What follows belongs to an exercise in optimizing a design on an open flow for small area, a short achievable clock period and few clock cycles per item; a production flow would make more cautious choices. In this exercise RTL edits were held to simulation tests only and were not proved equivalent to the original. Power figures rest on the tool's default switching activity, not on a simulated workload.

[config.mk]
export PLATFORM = sky130hd
export DESIGN_NAME = hammersley_point_generator
export DESIGN_NICKNAME = hammersley_point_generator
export VERILOG_FILES = /design/flow/design.v
export SDC_FILE = /design/flow/constraint.sdc
export NUM_CORES = 4
export LEC_CHECK = 0
export CAP_MARGIN = 20
export CORE_MARGIN = 2
export CORE_UTILIZATION = 40
export SLEW_MARGIN = 20
[constraint.sdc]
create_clock -name core_clock -period 8.0 [get_ports {clk}]
set_input_delay 1.6000 -clock core_clock [delete_from_list [all_inputs] [get_ports {clk}]]
set_output_delay 1.6000 -clock core_clock [all_outputs]
set_load 0.01 [all_outputs]
[design.v]
package hpg_pkg;
  localparam int LENGTH_BITS = 21;
  localparam int COORD_BITS  = 32;
  localparam int DIGIT_BITS  = 3;
  localparam int NUM_RADICES = 3;
  localparam logic [NUM_RADICES*8-1:0] RADIX = {8'd5, 8'd3, 8'd2};
  typedef logic [COORD_BITS-1:0] coord_t;
endpackage
import hpg_pkg::*;
module hammersley_point_generator #(
  parameter int INDEX_BITS    = 20,
  parameter int FRACTION_BITS = 32
) (
  input  logic                             clk,
  input  logic                             rst_n,
  input  logic                             cfg_valid,
  output logic                             cfg_ready,
  input  logic [hpg_pkg::LENGTH_BITS-1:0]  cfg_sequence_length,
  input  logic                             in_valid,
  output logic                             in_ready,
  input  logic [INDEX_BITS-1:0]            in_sample_index,
  output logic                             out_valid,
  input  logic                             out_ready,
  output logic [hpg_pkg::COORD_BITS-1:0]   out_regular_coord,
  output logic [hpg_pkg::COORD_BITS-1:0]   out_radix2_coord,
  output logic [hpg_pkg::COORD_BITS-1:0]   out_radix3_coord,
  output logic [hpg_pkg::COORD_BITS-1:0]   out_radix5_coord,
  output logic                             out_index_out_of_range
);
  localparam int DIG_N   = INDEX_BITS + 1;
  localparam int SCL_W   = INDEX_BITS + 3;
  localparam int REG_W   = LENGTH_BITS + 1;
  localparam int CMP_W   = (INDEX_BITS > LENGTH_BITS) ? INDEX_BITS : LENGTH_BITS;
  localparam int CNT_MAX = (2 * DIG_N > FRACTION_BITS) ? 2 * DIG_N : FRACTION_BITS;
  localparam int CNT_W   = $clog2(CNT_MAX);
  localparam int IDX_W   = $clog2(DIG_N);
  localparam int DSUM_W  = DIGIT_BITS + 1;
  localparam logic [1:0] ST_IDLE    = 2'd0;
  localparam logic [1:0] ST_EXTRACT = 2'd1;
  localparam logic [1:0] ST_DIVIDE  = 2'd2;
  localparam logic [1:0] ST_DONE    = 2'd3;
  logic [1:0]             state_r;
  logic [CNT_W-1:0]       cnt_r;
  logic [LENGTH_BITS-1:0] len_r;
  logic [DIG_N-1:0]       m_r;
  logic                   oor_r;
  logic                   out_valid_r;
  logic [COORD_BITS-1:0]  out_regular_r;
  logic [COORD_BITS-1:0]  out_radix_r [NUM_RADICES];
  logic                   out_oor_r;
  logic                   in_acc;
  logic                   oor;
  logic                   feed_v;
  logic                   horner_phase;
  logic                   load_out;
  logic [CNT_W-1:0]       hsub;
  logic [IDX_W-1:0]       hidx;
  logic [REG_W-1:0]       reg_rem_r;
  logic [COORD_BITS-1:0]  reg_quo_r;
  logic [REG_W:0]         reg_sh;
  logic [REG_W:0]         reg_den;
  logic [COORD_BITS-1:0]  rad_quo [NUM_RADICES];
  assign cfg_ready    = 1'b1;
  assign in_ready     = (state_r == ST_IDLE);
  assign in_acc       = in_valid && in_ready;
  assign oor          = CMP_W'(in_sample_index) >= CMP_W'(len_r);
  assign feed_v       = (state_r == ST_EXTRACT) && (cnt_r < CNT_W'(DIG_N));
  assign horner_phase = (state_r == ST_EXTRACT) && (cnt_r >= CNT_W'(DIG_N));
  assign hsub         = cnt_r - CNT_W'(DIG_N);
  assign hidx         = hsub[IDX_W-1:0];
  assign load_out     = (state_r == ST_DONE) && (!out_valid_r || out_ready);
  always_ff @(posedge clk) begin
    if (!rst_n) begin
      state_r     <= ST_IDLE;
      cnt_r       <= '0;
      len_r       <= LENGTH_BITS'(1);
      out_valid_r <= 1'b0;
    end else begin
      if (cfg_valid) begin
        len_r <= cfg_sequence_length;
      end
      if (out_valid_r && out_ready && !load_out) begin
        out_valid_r <= 1'b0;
      end
      unique case (state_r)
        ST_IDLE: begin
          if (in_valid) begin
            cnt_r   <= '0;
            state_r <= oor ? ST_DONE : ST_EXTRACT;
          end
        end
        ST_EXTRACT: begin
          if (cnt_r == CNT_W'(2 * DIG_N - 1)) begin
            cnt_r   <= '0;
            state_r <= ST_DIVIDE;
          end else begin
            cnt_r <= cnt_r + CNT_W'(1);
          end
        end
        ST_DIVIDE: begin
          if (cnt_r == CNT_W'(FRACTION_BITS - 1)) begin
            cnt_r   <= '0;
            state_r <= ST_DONE;
          end else begin
            cnt_r <= cnt_r + CNT_W'(1);
          end
        end
        ST_DONE: begin
          if (load_out) begin
            out_valid_r <= 1'b1;
            state_r     <= ST_IDLE;
          end
        end
      endcase
    end
  end
  always_ff @(posedge clk) begin
    if (in_acc) begin
      m_r   <= DIG_N'(in_sample_index) + DIG_N'(1);
      oor_r <= oor;
    end else if (state_r == ST_EXTRACT) begin
      m_r <= {m_r[DIG_N-2:0], 1'b0};
    end
  end
  assign reg_sh  = {reg_rem_r, 1'b0};
  assign reg_den = {1'b0, len_r, 1'b0};
  always_ff @(posedge clk) begin
    if (in_acc) begin
      reg_rem_r <= REG_W'({in_sample_index, 1'b1});
      reg_quo_r <= '0;
    end else if (state_r == ST_DIVIDE) begin
      if (reg_sh >= reg_den) begin
        reg_rem_r <= REG_W'(reg_sh - reg_den);
        reg_quo_r <= {reg_quo_r[COORD_BITS-2:0], 1'b1};
      end else begin
        reg_rem_r <= reg_sh[REG_W-1:0];
        reg_quo_r <= {reg_quo_r[COORD_BITS-2:0], 1'b0};
      end
    end
  end
  for (genvar g = 0; g < NUM_RADICES; g++) begin : g_radix
    localparam int BASE = int'(RADIX[g*8 +: 8]);
    localparam logic [DSUM_W-1:0] BASE_D = DSUM_W'(BASE);
    localparam logic [SCL_W-1:0]  BASE_S = SCL_W'(BASE);
    logic [DIGIT_BITS-1:0] cell_rem_r [DIG_N];
    logic [DIG_N-1:0]      cell_q_r;
    logic [DIG_N-1:0]      cell_v_r;
    logic [DIG_N-1:0]      cell_nz_r;
    logic [DIG_N-1:0]      bit_in;
    logic [DIG_N-1:0]      v_in;
    logic [DIG_N-1:0]      q_nxt;
    logic [DIGIT_BITS-1:0] rem_nxt [DIG_N];
    logic [DSUM_W-1:0]     part [DIG_N];
    logic [SCL_W-1:0]      mir_r;
    logic [SCL_W-1:0]      scl_r;
    logic [SCL_W-1:0]      rem_r;
    logic [COORD_BITS-1:0]  quo_r;
    logic [SCL_W-1:0]      mir_nxt;
    logic [SCL_W-1:0]      scl_nxt;
    logic [SCL_W:0]        div_sh;
    logic [SCL_W:0]        div_den;
    logic                  take_digit;
    assign bit_in = {cell_q_r[DIG_N-2:0], m_r[DIG_N-1]};
    assign v_in   = {cell_v_r[DIG_N-2:0], feed_v};
    always_comb begin
      for (int k = 0; k < DIG_N; k++) begin
        part[k] = {cell_rem_r[k], bit_in[k]};
        if (part[k] >= BASE_D) begin
          q_nxt[k]   = 1'b1;
          rem_nxt[k] = DIGIT_BITS'(part[k] - BASE_D);
        end else begin
          q_nxt[k]   = 1'b0;
          rem_nxt[k] = part[k][DIGIT_BITS-1:0];
        end
      end
    end
    always_ff @(posedge clk) begin
      if (!rst_n) begin
        cell_q_r  <= '0;
        cell_v_r  <= '0;
        cell_nz_r <= '0;
      end else if (in_acc) begin
        cell_q_r  <= '0;
        cell_v_r  <= '0;
        cell_nz_r <= '0;
        for (int k = 0; k < DIG_N; k++) begin
          cell_rem_r[k] <= '0;
        end
      end else begin
        for (int k = 0; k < DIG_N; k++) begin
          if (v_in[k]) begin
            cell_rem_r[k] <= rem_nxt[k];
            cell_nz_r[k]  <= cell_nz_r[k] | bit_in[k];
          end
        end
        cell_q_r <= q_nxt & v_in;
        cell_v_r <= v_in;
      end
    end
    assign take_digit = horner_phase && cell_nz_r[hidx];
    assign mir_nxt    = take_digit ? (mir_r * BASE_S) + SCL_W'(cell_rem_r[hidx]) : mir_r;
    assign scl_nxt    = take_digit ? (scl_r * BASE_S) : scl_r;
    assign div_sh     = {rem_r, 1'b0};
    assign div_den    = {1'b0, scl_r};
    always_ff @(posedge clk) begin
      if (in_acc) begin
        mir_r <= '0;
        scl_r <= SCL_W'(1);
        quo_r <= '0;
      end else if (state_r == ST_EXTRACT) begin
        mir_r <= mir_nxt;
        scl_r <= scl_nxt;
        rem_r <= mir_nxt;
      end else if (state_r == ST_DIVIDE) begin
        if (div_sh >= div_den) begin
          rem_r <= SCL_W'(div_sh - div_den);
          quo_r <= {quo_r[COORD_BITS-2:0], 1'b1};
        end else begin
          rem_r <= div_sh[SCL_W-1:0];
          quo_r <= {quo_r[COORD_BITS-2:0], 1'b0};
        end
      end
    end
    assign rad_quo[g] = quo_r;
  end
  always_ff @(posedge clk) begin
    if (load_out) begin
      out_regular_r <= oor_r ? '0 : reg_quo_r;
      for (int g = 0; g < NUM_RADICES; g++) begin
        out_radix_r[g] <= oor_r ? '0 : rad_quo[g];
      end
      out_oor_r <= oor_r;
    end
  end
  assign out_valid              = out_valid_r;
  assign out_regular_coord      = out_regular_r;
  assign out_radix2_coord       = out_radix_r[0];
  assign out_radix3_coord       = out_radix_r[1];
  assign out_radix5_coord       = out_radix_r[2];
  assign out_index_out_of_range = out_oor_r;
endmodule
[run.sh]
#!/bin/bash
# synth_recipe.tcl (not shown) runs the flow's synth.tcl, then flattens the netlist and writes it again
# the make line also repeats each setting of config.mk as NAME=value (left out here)
make -C /OpenROAD-flow-scripts/flow DESIGN_CONFIG=/design/flow/config.mk WORK_HOME=/design/flow/orfs CLKGATE_MAP_FILE= SYNTH_SCRIPT=/design/flow/synth_recipe.tcl finish
==> impl_metrics.ini <==
[worst_hold_path]
hp-class = flop to flop
holdPathStages = 2

[routing]
met2RoutedLength_um = 53500
initialDrtViolationCount = 2327
route.detailed.drc = 0
ant_nets = 0
routed-wl-met3_um = 5470
routed_via_density = 5.33
detailed_routing_wirelength_on_met1_um = 54200
vias = 34600
overall_routed_net_length_um = 116000
dr.max_layer_used = met4
average_detailed_routed_wire_length_per_instance_um = 17.9
detail_route.first_pass.iterations = 7

[die]
fp-row-count = 125
start_util_pct = 40.2
fp.dieW_um = 345
count_of_boundary_i_o_pins = 178
die_height_um = 345
fp.dieArea_mm2 = 0.119
floorplan.core_area_mm2 = 0.116

[timing]
clock.fmax_ghz = 0.139
unrepaired_setup_endpoints_after_global_routing = false
max_slew_margin_pct = 31.1
fin_crit_sh_pct = 89.8
hold_slack_ns = 0.463
worst_clock_skew_ns = 0.0262
final_hold_viol_count = 0
setup-tns-final_ns = 0
tightestPinTransition_ns = 1.03
timing_max_transition_violations_final = 0
setup_viol_count_final = 0
final_period_minus_worst_setup_slack_ns = 7.19

[layout]
syn_to_final_growth_pct = 13.4
layout-drive-gt1-share_pct = 4.71
multi_input_area_mm2 = 0.0234
regArea_mm2 = 0.0217
net_total_in_the_final_layout = 5293
fill_cells = 11100
antenna_cells_inserted = 0

[worst_setup_path]
wp_data_required_ns = 8.37
timing_worst_setup_path_type = flop to flop
worst_setup_path_start_kind = flop
worst_ep_arrival_time_ns = 7.56
critPathMaxFanout = 24
r2r_cells = 24
timing.critical_path.to_type = flop

[global_route]
grt_max_degree = 138
globalRouteOverflowTotal = 0
antenna_found_initial = 3
first_pass_grt_wire_length_um = 184000
grtUsageTotal_pct = 19.0
grt_pass1_vias = 33300

[place]
gp_congestion = 0.896
buffer_ports.inserted = 176
hpwl_um = 82700

[cts]
insertion_delay_ns = 0.67
number_of_buffers_between_clock_root_and_the_deepest_sink = 3
clk_pin_slew_worst_paths_ns = 0.06
cts_made_buffers = 93
cts-hold-fix-buffers = 0
tritoncts = done
cts_htree_levels = 3
ctsRootBufferMaster = sky130_fd_sc_hd__clkbuf_16
numClockSinks = 867
cts_setup_buffers = 0
count_of_cells_resized_by_post_cts_repair = 0

[power_and_ir_drop]
switching_share_of_total_power_pct = 35.8
p_comb_share_pct = 36.2
share_seq_of_total_power_pct = 37.4
totalPowerFinal_mw = 16.6
pwr_density_cell_mw_per_mm2 = 313
power.switching_mw = 5.93
pwr-share-clk_pct = 26.4
irDropWorstVdd_v = 0.000237
p_leak_nw = 21.3
cell_internal_pwr_mw = 10.6

[logic_synthesis]
synth-seq-area-share_pct = 46.4
synth.top_cells.by_area = sky130_fd_sc_hd__edfxtp_1, sky130_fd_sc_hd__dfxtp_1, sky130_fd_sc_hd__ha_1
avgSynthCellArea_um2 = 9.74
warning_count_from_the_yosys_run = 12
synth_most_common_cell = sky130_fd_sc_hd__nor2_1
yosys.area.top_type_share_pct = 27.6
yosys_most_used_dff = sky130_fd_sc_hd__dfxtp_1
library_cell_with_the_largest_summed_area_after_synthesis = sky130_fd_sc_hd__edfxtp_1
netlist_instances = 4785
synthesis_stage_register_bit_count = 867
synth_commonest_cells = sky130_fd_sc_hd__nor2_1, sky130_fd_sc_hd__dfxtp_1, sky130_fd_sc_hd__edfxtp_1
syn_area_mm2 = 0.0466
async_reset_ff_share_pct = 0
synth_enable_flop_cells = 429
synth_cell_type_count = 87
synth_fp_nets = 5188

[job]
cap_viol_max_count = 0

[run_status]
outcome = finished clean
-- cells by family after synthesis --
logic type	Yosys count	share of synthesized area, %
simple gates	1648	15.9
compound gates	959	12.9
flops	867	46.4
buf+inv	412	3.55
fa+ha+maj	357	9.73
mux	318	7.24
xor+xnor	223	4.21
other cells	1	0.00804
-- metal layers --
layer	track usage, %	up-vias
met5	0	-
met3	2.36	147
met4	5.17	0
li1	-	17200
met2	31.4	779
met1	26.2	16500
-- through the flow --
step / setup WS (ns) / cells / util [%] / cell area [um^2]
after floorplan: 2.23 / 4785 / - / 46600
after global placement: 0.929 / 6318 / 42.9 / 49800
after detailed placement: 0.882 / 6318 / 42.9 / 49800
after CTS: 0.834 / 6494 / 45.6 / 52900
after global routing: 0.0856 / 6495 / 45.6 / 52900
final: 0.815 / 6495 / 45.6 / 52900
-- state kept, by name, indices dropped and copies added, names as in the netlist, 2 cells and up --
register	cells
g_radix.quo_r	96
out_regular_r	32
cnt_r	6
reg_rem_r	22
reg_quo_r	32
len_r	21
g_radix.scl_r	66
g_radix.cell_q_r	60
g_radix.cell_v_r	20
g_radix.cell_nz_r	63
g_radix.rem_r	69
g_radix.mir_r	69
out_radix_r	96
state_r	2
m_r	21
g_radix.cell_rem_r	189
-- cells in the final DEF, fill, tap and decap left out, types with 58 or more instances in the layout --
cell type,count
sky130_fd_sc_hd__o21ai_0,114
sky130_fd_sc_hd__xnor2_1,134
sky130_fd_sc_hd__nand3_1,58
sky130_fd_sc_hd__nor3_1,107
sky130_fd_sc_hd__ha_1,346
sky130_fd_sc_hd__nor2b_1,170
sky130_fd_sc_hd__xor2_1,88
sky130_fd_sc_hd__a21o_1,64
sky130_fd_sc_hd__nand2_1,346
sky130_fd_sc_hd__dfxtp_1,438
sky130_fd_sc_hd__edfxtp_1,429
sky130_fd_sc_hd__a21oi_1,423
sky130_fd_sc_hd__clkdlybuf4s50_1,175
sky130_fd_sc_hd__clkbuf_16,96
sky130_fd_sc_hd__mux2i_1,298
sky130_fd_sc_hd__nor2_1,756
sky130_fd_sc_hd__inv_1,205
-- final timing paths --
path	start	to	slack [ns]
worst max-delay path	cnt_r[1]	g_radix[1].rem_r[21]	0.81
worst min-delay path	g_radix[2].scl_r[22]	g_radix[2].scl_r[22]	0.46
worst max register to register	cnt_r[1]	g_radix[1].rem_r[21]	0.81
worst min register to register	g_radix[2].scl_r[22]	g_radix[2].scl_r[22]	0.46
-- worst max-delay path, stage by stage, from the launching register on --
cell and delay, ns:
sky130_fd_sc_hd__dfxtp_1 0.41, sky130_fd_sc_hd__inv_1 0.15, sky130_fd_sc_hd__ha_1 0.16, sky130_fd_sc_hd__buf_4 0.25
sky130_fd_sc_hd__nor2b_1 0.11, sky130_fd_sc_hd__o21ai_0 0.31, sky130_fd_sc_hd__nand2_1 0.41, sky130_fd_sc_hd__and3_1 0.50
sky130_fd_sc_hd__a21oi_1 0.17, sky130_fd_sc_hd__and3_1 0.19, sky130_fd_sc_hd__and4_1 0.63, sky130_fd_sc_hd__o31ai_1 0.31
sky130_fd_sc_hd__fa_1 0.54, sky130_fd_sc_hd__inv_1 0.04, sky130_fd_sc_hd__ha_1 0.23, sky130_fd_sc_hd__fa_1 0.43
sky130_fd_sc_hd__a211oi_1 0.34, sky130_fd_sc_hd__o21bai_1 0.12, sky130_fd_sc_hd__a21oi_1 0.40, sky130_fd_sc_hd__o211ai_1 0.19
sky130_fd_sc_hd__a221oi_1 0.39, sky130_fd_sc_hd__o21ai_0 0.17, sky130_fd_sc_hd__xor2_1 0.16, sky130_fd_sc_hd__mux2i_1 0.17
sky130_fd_sc_hd__a21boi_0 0.11
-- final cells by class --
| type | count | area share, % |
|---|---|---|
| clock inverters | 47 | 0.928 |
| repair buffers | 214 | 3.95 |
| multi-input cells | 3506 | 44.2 |
| inverters | 208 | 1.49 |
| well taps | 1524 | 3.61 |
| flip-flops and latches | 867 | 40.9 |
| clock buffers | 129 | 4.90 |
-- power groups by stage --
stage | logic, mW | clock network, mW | registers, mW
final | 6.00 | 4.37 | 6.21
after global routing | 6.70 | 4.64 | 6.27
after CTS | 6.01 | 4.47 | 6.21
after detailed placement | 5.98 | 0 | 6.30
after global placement | 5.91 | 0 | 6.30
after floorplan | 4.54 | 0 | 6.11
Testbench counts, summed over its fixed seeds: cycles 155,656, items 2,048.

==> separate check: timing with driven ports <==
Ports are ideal in the flow. The routed layout listed here was re-timed in OpenROAD. Step 1 (the two cells are an assumption about what drives the block):
set clk [get_ports {clk}]
set_driving_cell -lib_cell sky130_fd_sc_hd__clkbuf_16 $clk
set_driving_cell -lib_cell sky130_fd_sc_hd__buf_2 [delete_from_list [all_inputs] $clk]
Step 2 moves the port delays by t, midway between the first and last clock arrival at a register: inputs arrive t later, outputs are due t later. That takes back most of the time a late clock gives input paths. Three values: ideal, step 1, step 2; two values: the first two.
t (ns): 0.734
setup slack, ns: 0.815 / 0.815 / 0.815
hold WS [ns]: 0.463 / 0.463 / 0.463
worst register clock-pin slew, ns: 0.07 / 0.07
pins driven straight from the clock port: 1
After both steps setup and hold are still met in this run. The setup slack of this run moves by 0.000 ns with the drivers and by 0.000 ns with both steps.
